Background: an optimization exercise with open tools, aiming at a short achievable clock period and few clock cycles per item. Do not read the settings as production practice.
RTL that was checked went through simulation tests only; none was proved equivalent to the original.
The clock port is modelled as an ideal driver; clocking choices that lean on that would not hold on a real chip.
Power figures rest on the tool's default switching activity, not on a simulated workload.

Setup of v2:
// scatter_top
module scatter_top (
  input  logic                                             ap_clk,
  input  logic                                             ap_rst_n,
  input  logic [scatter_cfg_pkg::APB_ADDR_W-1:0]           paddr,
  input  logic                                             psel,
  input  logic                                             penable,
  input  logic                                             pwrite,
  input  logic [scatter_cfg_pkg::APB_DATA_W-1:0]           pwdata,
  output logic [scatter_cfg_pkg::APB_DATA_W-1:0]           prdata,
  output logic                                             tx_meta_valid,
  input  logic                                             tx_meta_ready,
  output logic [scatter_stream_pkg::META_W-1:0] tx_meta_data,
  output logic                                             tx_data_valid,
  input  logic                                             tx_data_ready,
  output logic [scatter_stream_pkg::DATA_W-1:0]            tx_data_data,
  output logic [scatter_stream_pkg::KEEP_W-1:0]            tx_data_keep,
  output logic                                             tx_data_last
);
==> module scatter_ctrl_regs, before the edit <==
module scatter_ctrl_regs (
  input  logic                                   ap_clk,
  input  logic                                   ap_rst_n,
  input  logic [scatter_cfg_pkg::APB_ADDR_W-1:0] paddr,
  input  logic                                   psel,
  input  logic                                   penable,
  input  logic                                   pwrite,
  input  logic [scatter_cfg_pkg::APB_DATA_W-1:0] pwdata,
  output logic [scatter_cfg_pkg::APB_DATA_W-1:0] prdata,
  output logic                                   run_start,
  output scatter_cfg_pkg::count_t                run_use_conn,
  output scatter_cfg_pkg::count_t                run_pkg_bytes,
  output scatter_cfg_pkg::count_t                run_pkg_num,
  output scatter_stream_pkg::session_t           run_base_session,
  input  logic                                   run_done,
  input  scatter_cfg_pkg::count_t                run_tx_bytes,
  input  scatter_cfg_pkg::count_t                run_tx_pkts,
  input  scatter_cfg_pkg::count_t                run_stall_cycles
);
  scatter_cfg_pkg::count_t       use_conn_q;
  scatter_cfg_pkg::count_t       pkg_bytes_q;
  scatter_cfg_pkg::count_t       pkg_num_q;
  scatter_stream_pkg::session_t  base_session_q;
  logic                          cfg_ok_q;
  logic                          busy;
  logic                          done_q;
  logic                          setup;
  logic                          wsetup;
  logic                          addr_ok;
  logic                          wr_conn_q;
  logic                          wr_bytes_q;
  logic                          wr_num_q;
  logic                          wr_base_q;
  logic                          wr_start_q;
  scatter_cfg_pkg::apb_data_t    rd_mux;
  scatter_cfg_pkg::apb_data_t    prdata_q;
  assign setup  = psel & ~penable;
  assign wsetup = setup & pwrite;
  always_ff @(posedge ap_clk) begin
    wr_conn_q  <= wsetup && (paddr == scatter_cfg_pkg::REG_USE_CONN);
    wr_bytes_q <= wsetup && (paddr == scatter_cfg_pkg::REG_PKG_BYTES);
    wr_num_q   <= wsetup && (paddr == scatter_cfg_pkg::REG_PKG_NUM);
    wr_base_q  <= wsetup && (paddr == scatter_cfg_pkg::REG_BASE_SESSION);
    wr_start_q <= ap_rst_n && wsetup && (paddr == scatter_cfg_pkg::REG_CTRL) && pwdata[scatter_cfg_pkg::CTRL_START_BIT];
  end
  always_ff @(posedge ap_clk) begin
    cfg_ok_q <= ap_rst_n && (use_conn_q != '0) && (pkg_bytes_q != '0) && (pkg_num_q != '0);
  end
  assign run_start = wr_start_q && cfg_ok_q && !busy;
  always_ff @(posedge ap_clk) begin
    if (!ap_rst_n) begin
      use_conn_q     <= '0;
      pkg_bytes_q    <= '0;
      pkg_num_q      <= '0;
      base_session_q <= '0;
    end else if (!busy) begin
      if (wr_conn_q)  use_conn_q  <= pwdata;
      if (wr_bytes_q) pkg_bytes_q <= pwdata;
      if (wr_num_q)   pkg_num_q   <= pwdata;
      if (wr_base_q) base_session_q <= scatter_stream_pkg::session_t'(pwdata);
    end
  end
  always_ff @(posedge ap_clk) begin
    if (!ap_rst_n) begin
      busy   <= 1'b0;
      done_q <= 1'b0;
    end else if (run_start) begin
      busy   <= 1'b1;
      done_q <= 1'b0;
    end else if (busy && run_done) begin
      busy   <= 1'b0;
      done_q <= 1'b1;   
    end
  end
  assign run_use_conn     = use_conn_q;
  assign run_pkg_bytes    = pkg_bytes_q;
  assign run_pkg_num      = pkg_num_q;
  assign run_base_session = base_session_q;
  assign addr_ok = (paddr[11:6] == '0) && (paddr[1:0] == 2'b00);
  always_comb begin
    case (paddr[5:2])
      4'h0:    rd_mux = {29'd0, ~busy, done_q, 1'b0};
      4'h4:    rd_mux = use_conn_q;
      4'h5:    rd_mux = pkg_bytes_q;
      4'h6:    rd_mux = pkg_num_q;
      4'h7:    rd_mux = scatter_cfg_pkg::apb_data_t'(base_session_q);
      4'h8:    rd_mux = run_tx_bytes;
      4'h9:    rd_mux = run_tx_pkts;
      4'hA:    rd_mux = run_stall_cycles;
      default: rd_mux = '0;
    endcase
  end
  always_ff @(posedge ap_clk) begin
    if (!addr_ok)       prdata_q <= '0;
    else if (!ap_rst_n) prdata_q <= (paddr[5:2] == 4'h0) ? 32'h4 : 32'h0;
    else                prdata_q <= rd_mux;
  end
  assign prdata = prdata_q;
endmodule
Settings: LEC_CHECK=0, ABC_CLOCK_PERIOD_IN_PS=2500, CAP_MARGIN=20, CORE_MARGIN=2, CORE_UTILIZATION=40, CTS_CLUSTER_DIAMETER=80, CTS_CLUSTER_SIZE=20, SETUP_SLACK_MARGIN=5, SLEW_MARGIN=20; clock period 8.0 ns.
standard.sh (not shown) runs the stock make flow with config.mk's settings and CLKGATE_MAP_FILE= SYNTH_SCRIPT=/design/flow/synth_recipe.tcl, a recipe that flattens the netlist after the stock synthesis.
==> flow/flow/run.sh <==
#!/bin/bash
set -euo pipefail
M=SETUP_SLACK_MARGIN=6
bash standard.sh $M cts > standard_cts.log 2>&1
R=$(ls -d orfs/results/*/scatter_top/base)
RESULTS_DIR=$R openroad -no_init -exit flow/clk_root.tcl > clk_root.log 2>&1
bash standard.sh $M finish > standard_finish.log 2>&1
==> flow/flow/clk_root.tcl <==
set results $::env(RESULTS_DIR)
read_db $results/4_cts.odb
set block [ord::get_db_block]
set clk_net [$block findNet ap_clk]
set roots {}
foreach it [$clk_net getITerms] {
  if {[$it isInputSignal]} { lappend roots [$it getInst] }
}
puts "clock port loads: [llength $roots]"
if {[llength $roots] != 1} {
  puts "clock port does not feed a single root buffer; layout left as it is"
  exit 0
}
set root [lindex $roots 0]
set master [[$root getMaster] getName]
puts "root [$root getName] ($master)"
if {![string match "sky130_fd_sc_hd__clkbuf_*" $master]} {
  puts "root is not a clock buffer; layout left as it is"
  exit 0
}
set out_net ""
foreach it [$root getITerms] {
  if {[$it isOutputSignal]} { set out_net [$it getNet] }
}
set loads {}
foreach it [$out_net getITerms] {
  if {[$it isInputSignal]} { lappend loads $it }
}
puts "root buffer loads: [llength $loads]"
if {[llength $loads] > 4 || [llength [$out_net getBTerms]] > 0} {
  puts "root buffer feeds more than four pins; layout left as it is"
  exit 0
}
foreach it $loads {
  puts "  [[$it getInst] getName]/[[$it getMTerm] getName]"
  $it disconnect
  $it connect $clk_net
}
odb::dbInst_destroy $root
odb::dbNet_destroy $out_net
write_db $results/4_cts.odb
puts "root buffer removed"
Testbench counts of v2, summed over its fixed seeds: cycles 114,480, words 113,382.
The following lists how v39 was set up differently from v2:
==> flow/design.v, changed modules only <==
module scatter_ctrl_regs (
  input  logic                                   ap_clk,
  input  logic                                   ap_rst_n,
  input  logic [scatter_cfg_pkg::APB_ADDR_W-1:0] paddr,
  input  logic                                   psel,
  input  logic                                   penable,
  input  logic                                   pwrite,
  input  logic [scatter_cfg_pkg::APB_DATA_W-1:0] pwdata,
  output logic [scatter_cfg_pkg::APB_DATA_W-1:0] prdata,
  output logic                                   run_start,
  output scatter_cfg_pkg::count_t                run_use_conn,
  output scatter_cfg_pkg::count_t                run_pkg_bytes,
  output scatter_cfg_pkg::count_t                run_pkg_num,
  output scatter_stream_pkg::session_t           run_base_session,
  input  logic                                   run_done,
  input  scatter_cfg_pkg::count_t                run_tx_bytes,
  input  scatter_cfg_pkg::count_t                run_tx_pkts,
  input  scatter_cfg_pkg::count_t                run_stall_cycles
);
  scatter_cfg_pkg::count_t       use_conn_q;
  scatter_cfg_pkg::count_t       pkg_bytes_q;
  scatter_cfg_pkg::count_t       pkg_num_q;
  scatter_stream_pkg::session_t  base_session_q;
  logic                          cfg_ok_q;
  logic                          busy;
  logic                          done_q;
  logic                          setup;
  logic                          wsetup;
  logic                          addr_ok;
  scatter_cfg_pkg::apb_addr_t    paddr_q;
  logic                          wsetup_q;
  logic                          start_bit_q;
  logic                          wr_conn;
  logic                          wr_bytes;
  logic                          wr_num;
  logic                          wr_base;
  logic                          wr_start;
  scatter_cfg_pkg::apb_data_t    rd_mux;
  scatter_cfg_pkg::apb_data_t    prdata_q;
  assign setup  = psel & ~penable;
  assign wsetup = setup & pwrite;
  always_ff @(posedge ap_clk) begin
    paddr_q     <= paddr;
    wsetup_q    <= wsetup;
    start_bit_q <= ap_rst_n && pwdata[scatter_cfg_pkg::CTRL_START_BIT];
  end
  assign wr_conn  = wsetup_q && (paddr_q == scatter_cfg_pkg::REG_USE_CONN);
  assign wr_bytes = wsetup_q && (paddr_q == scatter_cfg_pkg::REG_PKG_BYTES);
  assign wr_num   = wsetup_q && (paddr_q == scatter_cfg_pkg::REG_PKG_NUM);
  assign wr_base  = wsetup_q && (paddr_q == scatter_cfg_pkg::REG_BASE_SESSION);
  assign wr_start = wsetup_q && (paddr_q == scatter_cfg_pkg::REG_CTRL) && start_bit_q;
  always_ff @(posedge ap_clk) begin
    cfg_ok_q <= ap_rst_n && (use_conn_q != '0) && (pkg_bytes_q != '0) && (pkg_num_q != '0);
  end
  assign run_start = wr_start && cfg_ok_q && !busy;
  always_ff @(posedge ap_clk) begin
    if (!ap_rst_n) begin
      use_conn_q     <= '0;
      pkg_bytes_q    <= '0;
      pkg_num_q      <= '0;
      base_session_q <= '0;
    end else if (!busy) begin
      if (wr_conn)  use_conn_q  <= pwdata;
      if (wr_bytes) pkg_bytes_q <= pwdata;
      if (wr_num)   pkg_num_q   <= pwdata;
      if (wr_base) base_session_q <= scatter_stream_pkg::session_t'(pwdata);
    end
  end
  always_ff @(posedge ap_clk) begin
    if (!ap_rst_n) begin
      busy   <= 1'b0;
      done_q <= 1'b0;
    end else if (run_start) begin
      busy   <= 1'b1;
      done_q <= 1'b0;
    end else if (busy && run_done) begin
      busy   <= 1'b0;
      done_q <= 1'b1;   
    end
  end
  assign run_use_conn     = use_conn_q;
  assign run_pkg_bytes    = pkg_bytes_q;
  assign run_pkg_num      = pkg_num_q;
  assign run_base_session = base_session_q;
  assign addr_ok = (paddr[11:6] == '0) && (paddr[1:0] == 2'b00);
  always_comb begin
    case (paddr[5:2])
      4'h0:    rd_mux = {29'd0, ~busy, done_q, 1'b0};
      4'h4:    rd_mux = use_conn_q;
      4'h5:    rd_mux = pkg_bytes_q;
      4'h6:    rd_mux = pkg_num_q;
      4'h7:    rd_mux = scatter_cfg_pkg::apb_data_t'(base_session_q);
      4'h8:    rd_mux = run_tx_bytes;
      4'h9:    rd_mux = run_tx_pkts;
      4'hA:    rd_mux = run_stall_cycles;
      default: rd_mux = '0;
    endcase
  end
  always_ff @(posedge ap_clk) begin
    if (!addr_ok)       prdata_q <= '0;
    else if (!ap_rst_n) prdata_q <= (paddr[5:2] == 4'h0) ? 32'h4 : 32'h0;
    else                prdata_q <= rd_mux;
  end
  assign prdata = prdata_q;
endmodule
Cmp v39 vs v2: total nets after synthesis lower in v39. Re final period utilization: v39 is 1.1 points up on v2. | starting density of the core | v2 vs v39 | ≈ equal |. The insertion delay to the later sink of the worst-skew pair was comparable across v39 and v2. Delta (v39 minus v2): design internal power +1.8%; share of power burned in the clock network -0.3 points; worst slew slack as a fraction of its limit -2.0 points; cell count along the critical path +2; maximum frequency -3.4%.
For v39, only the layout was checked, not whether the RTL still works.

-- port drivers added, routing unchanged --
The flow's constraints put no driver on any port. The routed layouts listed below were extracted and timed again, unchanged, in two steps. Step 1: set_driving_cell puts a clkbuf_16 on ap_clk and a buf_2 on each other input, an assumption about the parent block. Step 2, shift: input delay + t, output delay - t, t = (earliest + latest rising clock arrival at the registers) / 2. This alone moves slack from input paths to output paths. Slacks: no drivers / after step 1 / after step 2; pairs: no drivers / after step 1.
| run | shift t [ns] | setup WS [ns] | hold slack, ns | worst setup path at the end | worst slew at a driven data input, ns |
|---|---|---|---|---|---|
| v2 | 0.571 | 5.435 / 5.317 / 4.960 | 0.449 / 0.449 / 0.449 | input to register | 0.36 |
| v39 | 0.564 | 5.345 / 5.313 / 4.838 | 0.450 / 0.450 / 0.450 | input to register | 0.17 |
After both steps setup and hold are still met in every run listed. For v39, which loses most, drivers alone change the setup slack by -0.032 ns; drivers and shift together by -0.507 ns.
